Background: an optimization exercise with open tools, aiming at small area. Do not read the settings as production practice.
The RTL was checked by simulation tests, not by an equivalence proof against the original design.
No activity file was given, so power comes from the tool's default toggle rates.

Setup of v6:
==> flow/design.v <==
package nsa_pkg;
    localparam int REC_W = 19;
    localparam logic [1:0] REQ_PLAY = 2'd0;
    localparam logic [1:0] REQ_STOP = 2'd1;
    localparam logic [1:0] REQ_CC   = 2'd2;
    localparam logic [1:0] REQ_ALL  = 2'd3;
    localparam logic [1:0] OC_SENT       = 2'd0;
    localparam logic [1:0] OC_PORT_OFF   = 2'd1;
    localparam logic [1:0] OC_FULL       = 2'd2;
    localparam logic [1:0] OC_NOT_ACTIVE = 2'd3;
endpackage
module nsa_ram (
    input  logic                      clk,
    input  logic [16*nsa_pkg::REC_W-1:0] head_in,
    output logic [16*nsa_pkg::REC_W-1:0] head_out
);
    localparam int W = nsa_pkg::REC_W;
    logic [W-1:0] ring [16][4];
    for (genvar r = 0; r < 16; r++)
    begin : g_ring
        always_ff @(posedge clk)
        begin
            ring[r][0] <= head_in[r*W +: W];
            ring[r][1] <= ring[r][0];
            ring[r][2] <= ring[r][1];
            ring[r][3] <= ring[r][2];
        end
        assign head_out[r*W +: W] = ring[r][3];
    end
endmodule
module nsa_ctrl (
    input  logic [nsa_pkg::REC_W-1:0]  rec_in,
    output logic [nsa_pkg::REC_W-1:0]  rec_out,
    input  logic                       dec_on,
    input  logic [5:0]                 dec_thr,
    output logic                       oldest_hit,
    output logic [nsa_pkg::REC_W-1:0]  rec_rd,
    input  logic                       wr,
    input  logic [5:0]                 wr_num,
    input  logic                       wr_act,
    input  logic                       wr_info,
    input  logic [11:0]                info_in
);
    logic [5:0]  num_q, num;
    logic        act;
    logic [11:0] info;
    logic        dec;
    assign num_q = rec_in[18:13];
    assign act   = rec_in[12];
    assign info  = rec_in[11:0];
    assign dec = dec_on && act && (num_q > dec_thr);
    assign num = dec ? num_q - 1'b1 : num_q;
    assign oldest_hit = act && (num == 6'd0);
    assign rec_rd     = {num, act, info};
    assign rec_out = {wr ? wr_num : num, wr ? wr_act : act,
                      wr_info ? info_in : info};
endmodule
module midi_note_slot_allocator (
    input  logic        clk,
    input  logic        rst_n,
    input  logic        s_tvalid,
    output logic        s_tready,
    input  logic [63:0] s_tdata,
    input  logic [1:0]  s_tuser,
    output logic        m_tvalid,
    input  logic        m_tready,
    output logic [63:0] m_tdata,
    output logic [0:0]  m_tuser,
    output logic        m_tlast,
    input  logic        cfg_we,
    input  logic [1:0]  cfg_wdata
);
    localparam int W = nsa_pkg::REC_W;
    logic       in_port;
    logic [3:0] in_chan;
    logic [6:0] in_key, in_ctl, in_val;
    logic [5:0] in_slot;
    assign in_port = s_tdata[0];
    assign in_chan = s_tdata[4:1];
    assign in_key  = s_tdata[11:5];
    assign in_ctl  = s_tdata[18:12];
    assign in_val  = s_tdata[25:19];
    assign in_slot = s_tdata[31:26];
    logic       init_q;      
    logic [1:0] phase;
    logic [6:0] nfree;       
    logic [5:0] front;       
    logic [2:0] dec_cnt;     
    logic [5:0] dec_thr_q;
    logic       sa_q;        
    logic [1:0] port_en;
    logic       ov;          
    logic        o_sv, o_cc, o_on;
    logic [3:0]  o_chan;
    logic [6:0]  o_d1, o_d2;
    logic        o_port;
    logic [31:0] o_time;
    logic [5:0]  o_handle;
    logic [1:0]  o_oc;
    logic        o_last;
    logic [16*W-1:0] head_in, head_out;
    logic [W-1:0]    h_rec [16];
    logic [15:0]     oldest_hit;
    logic [15:0]     h_wr, h_wr_info;
    logic [5:0]      wr_num;
    logic [6:0] nused;
    logic out_free, idle, req, is_play, is_stop, is_cc, is_all, sa_mode;
    logic pen, full, empty;
    logic [3:0] oldest_h, rd_h;
    logic [W-1:0] rec;
    logic rd_here, rd_act;
    logic [5:0] rd_num, rel_slot;
    logic [11:0] rd_info;
    logic oldest_found;
    logic [5:0] rel_num;
    logic rel_lower, rel_ok, sa_go, take, rel;
    logic accept, emit;
    assign nused    = 7'd64 - nfree;
    assign out_free = !ov || m_tready;
    assign idle     = !init_q && !sa_q;
    assign req      = idle && s_tvalid;
    assign is_play  = s_tuser == nsa_pkg::REQ_PLAY;
    assign is_stop  = s_tuser == nsa_pkg::REQ_STOP;
    assign is_cc    = s_tuser == nsa_pkg::REQ_CC;
    assign is_all   = s_tuser == nsa_pkg::REQ_ALL;
    assign sa_mode  = sa_q || is_all;
    assign pen      = port_en[in_port];
    assign full     = nfree == 7'd0;
    assign empty    = nfree[6];
    nsa_ram u_store (
        .clk      (clk),
        .head_in  (head_in),
        .head_out (head_out)
    );
    for (genvar h = 0; h < 16; h++)
    begin : g_head
        nsa_ctrl u_head (
            .rec_in     (head_out[h*W +: W]),
            .rec_out    (head_in[h*W +: W]),
            .dec_on     (dec_cnt != 3'd0),
            .dec_thr    (dec_thr_q),
            .oldest_hit (oldest_hit[h]),
            .rec_rd     (h_rec[h]),
            .wr         (h_wr[h]),
            .wr_num     (wr_num),
            .wr_act     (take),
            .wr_info    (h_wr_info[h]),
            .info_in    ({in_chan, in_key, in_port})
        );
    end
    always_comb
    begin
        oldest_h = '0;
        for (int h = 0; h < 16; h++)
            oldest_h = oldest_h | (oldest_hit[h] ? 4'(h) : 4'd0);
    end
    assign oldest_found = |oldest_hit;
    always_comb
    begin
        if (sa_mode)
            rd_h = oldest_h;
        else if (is_play)
            rd_h = front[5:2];
        else
            rd_h = in_slot[5:2];
    end
    assign rec      = h_rec[rd_h];
    assign rd_num   = rec[18:13];
    assign rd_act   = rec[12];
    assign rd_info  = rec[11:0];
    assign rd_here  = phase == (is_play ? front[1:0] : in_slot[1:0]);
    assign rel_slot = {rd_h, phase};
    assign rel_num   = sa_mode ? 6'd0 : rd_num;
    assign rel_lower = {1'b0, rel_num} != nused - 1'b1;
    assign rel_ok    = dec_cnt == 3'd0;
    assign sa_go = (sa_q || (req && is_all && !empty)) && oldest_found
                   && rel_ok && out_free;
    always_comb
    begin
        accept = 1'b0;
        if (req && out_free)
        begin
            case (s_tuser)
                nsa_pkg::REQ_PLAY: accept = !pen || full || rd_here;
                nsa_pkg::REQ_STOP: accept = rd_here && (!rd_act || rel_ok);
                nsa_pkg::REQ_CC:   accept = 1'b1;
                default:           accept = empty || sa_go;
            endcase
        end
    end
    assign s_tready = accept;
    assign emit     = accept || sa_go;
    assign take     = accept && is_play && pen && !full;
    assign rel      = sa_go || (accept && is_stop && rd_act);
    always_comb
    begin
        if (init_q)
            wr_num = 6'd1;
        else if (take)
            wr_num = nused[5:0];
        else
            wr_num = front - rel_slot;
    end
    for (genvar h = 0; h < 16; h++)
    begin : g_wr
        assign h_wr_info[h] = take && (front[5:2] == 4'(h));
        assign h_wr[h]      = init_q || h_wr_info[h] || (rel && (rd_h == 4'(h)));
    end
    always_ff @(posedge clk or negedge rst_n)
    begin
        if (!rst_n)
        begin
            init_q  <= 1'b1;
            phase   <= '0;
            nfree   <= 7'd64;
            front   <= '0;
            dec_cnt <= '0;
            sa_q    <= 1'b0;
            port_en <= '0;
            ov      <= 1'b0;
        end
        else
        begin
            phase <= phase + 1'b1;
            if (phase == 2'd3)
                init_q <= 1'b0;
            if (cfg_we)
                port_en <= cfg_wdata;
            if (take)
            begin
                nfree <= nfree - 1'b1;
                front <= front + rd_num;
            end
            else if (rel)
            begin
                nfree <= nfree + 1'b1;
                front <= rel_slot;
            end
            if (rel && rel_lower)
                dec_cnt <= 3'd4;
            else if (dec_cnt != 3'd0)
                dec_cnt <= dec_cnt - 1'b1;
            if (sa_go)
                sa_q <= nfree != 7'd63;
            if (emit)
                ov <= 1'b1;
            else if (m_tready)
                ov <= 1'b0;
        end
    end
    always_ff @(posedge clk)
    begin
        if (rel && rel_lower)
            dec_thr_q <= rel_num;
        if (accept)
            o_time <= s_tdata[63:32];
        if (emit)
        begin
            o_sv     <= 1'b0;
            o_cc     <= 1'b0;
            o_on     <= 1'b0;
            o_chan   <= '0;
            o_d1     <= '0;
            o_d2     <= '0;
            o_port   <= 1'b0;
            o_handle <= '0;
            o_oc     <= nsa_pkg::OC_SENT;
            o_last   <= 1'b1;
            if (rel)
            begin
                o_sv     <= 1'b1;
                o_chan   <= rd_info[11:8];
                o_d1     <= rd_info[7:1];
                o_port   <= rd_info[0];
                o_handle <= rel_slot;
                o_last   <= !sa_mode || (nfree == 7'd63);
            end
            else if (is_stop)
            begin
                o_handle <= in_slot;
                o_oc     <= nsa_pkg::OC_NOT_ACTIVE;
            end
            else if (is_all)
            begin
            end
            else if (!pen)
            begin
                o_oc <= nsa_pkg::OC_PORT_OFF;
            end
            else if (is_cc)
            begin
                o_sv   <= 1'b1;
                o_cc   <= 1'b1;
                o_on   <= 1'b1;
                o_chan <= in_chan;
                o_d1   <= in_ctl;
                o_d2   <= in_val;
                o_port <= in_port;
            end
            else if (full)
            begin
                o_oc <= nsa_pkg::OC_FULL;
            end
            else
            begin
                o_sv     <= 1'b1;
                o_on     <= 1'b1;
                o_chan   <= in_chan;
                o_d1     <= in_key;
                o_d2     <= in_val;
                o_port   <= in_port;
                o_handle <= front;
            end
        end
    end
    assign m_tvalid = ov;
    assign m_tdata  = {1'b0, o_oc, o_handle, o_time, o_port, o_d2, o_d1,
                       o_sv, 1'b0, o_cc, o_on, o_chan};
    assign m_tuser  = o_sv;
    assign m_tlast  = o_last;
endmodule
==> flow/config.mk <==
export PLATFORM = sky130hd
export DESIGN_NAME = midi_note_slot_allocator
export DESIGN_NICKNAME = midi_note_slot_allocator
export VERILOG_FILES = /design/flow/design.v
export SDC_FILE = /design/flow/constraint.sdc
export NUM_CORES = 4
export LEC_CHECK = 0
export CAP_MARGIN = 20
export CORE_MARGIN = 2
export CORE_UTILIZATION = 55
export CTS_CLUSTER_DIAMETER = 80
export CTS_CLUSTER_SIZE = 20
export SLEW_MARGIN = 20
export BUFFER_PORTS_ARGS = -buffer_cell sky130_fd_sc_hd__buf_1
==> flow/constraint.sdc <==
create_clock -name core_clock -period 10.0 [get_ports {clk}]
set_input_delay 2.0000 -clock core_clock [delete_from_list [all_inputs] [get_ports {clk}]]
set_output_delay 2.0000 -clock core_clock [all_outputs]
set_load 0.01 [all_outputs]
standard.sh (not shown) runs the stock make flow with config.mk's settings and CLKGATE_MAP_FILE= SYNTH_SCRIPT=/design/flow/synth_recipe.tcl, a recipe that flattens the netlist after the stock synthesis.
==> flow/flow/run.sh <==
#!/bin/bash
# Layout flow: the standard flow (standard.sh, all steps), except that the
# buffers put on the input and output ports are the platform's smallest
# buffer, sky130_fd_sc_hd__buf_1, instead of the one buffer_ports picks.
set -euo pipefail

cfg="${FLOW_CONFIG:-config.mk}"
echo 'export BUFFER_PORTS_ARGS = -buffer_cell sky130_fd_sc_hd__buf_1' >> "$cfg"
if [ "$cfg" != "config.mk" ] && [ -f config.mk ] && ! grep -q BUFFER_PORTS_ARGS config.mk; then
    echo 'export BUFFER_PORTS_ARGS = -buffer_cell sky130_fd_sc_hd__buf_1' >> config.mk
fi

# keep a copy of the script that runs the standard flow next to its log
cp standard.sh standard_sh_copy.log
bash standard.sh > standard.log 2>&1
Inputs modified between v6 and v7:
-- flow/design.v --
<<< v6, line 173
    assign rel_num   = sa_mode ? 6'd0 : rd_num;
    assign rel_lower = {1'b0, rel_num} != nused - 1'b1;
    assign rel_ok    = dec_cnt == 3'd0;
    assign sa_go = (sa_q || (req && is_all && !empty)) && oldest_found
                   && rel_ok && out_free;
>>> v7, line 173
    assign rel_num   = sa_mode ? 6'd0 : rd_num;
    assign rel_lower = {1'b0, rel_num} != nused - 1'b1;
    assign rel_ok    = !rel_lower || dec_cnt == 3'd0;
    assign sa_go = (sa_q || (req && is_all && !empty)) && oldest_found
                   && rel_ok && out_free;
--- outcome ---
On combinational logic power, the lower figure sits with v7, not v6. v7 vs v6 — synthesized area climbed slightly. Delta(global-route wire length before repair, v7 - v6) > 0. Comparing combinational fraction of design power for v6 and v7, the smaller number came from v7. Diff v6 -> v7 | maximum clock rate | down by a little under 10%. When the final numbers for v6 and v7 were put side by side, the global routing usage on met3 turned out to be smaller in v7. v7 vs. v6: horizontal die dimension grew by 0.81%, sequential share of layout area shrank by 1.3 points. Looking at number of buffers and inverters on the critical path, v7 sits 2 lower than v6 does. Diff v6 -> v7 | design area | up by a few percent. Compared with v6, v7 shows a lower total chip power. When the final numbers for v6 and v7 were put side by side, the synthesized cell count turned out to be greater in v7. Routing usage on met2 for v7 is higher than for v6.

==> static timing again, ports no longer ideal <==
In the flow no input, the clock included, has a driving cell. The finished layouts below were timed again as built, in two steps.
Step 1 sets driving cells, clkbuf_16 on the clock port and buf_2 on the other inputs (assumed; they add their load-dependent delay and slew).
Step 2 also shifts input and output timing later by t, the mid clock arrival at the registers, as if the neighbouring blocks saw the same clock.
a / b / c = ideal / step 1 / step 2; a / b = the first two.
run | t (ns) | slack for setup (ns) | worst setup path after step 2 | slew at the worst register clock pin (ns)
v6 | 0.722 | 1.557 / 1.489 / 1.832 | input to output | 0.09 / 0.09
v7 | 0.721 | 0.630 / 0.561 / 1.113 | input to output | 0.09 / 0.09
After both steps every run listed still meets setup and hold.
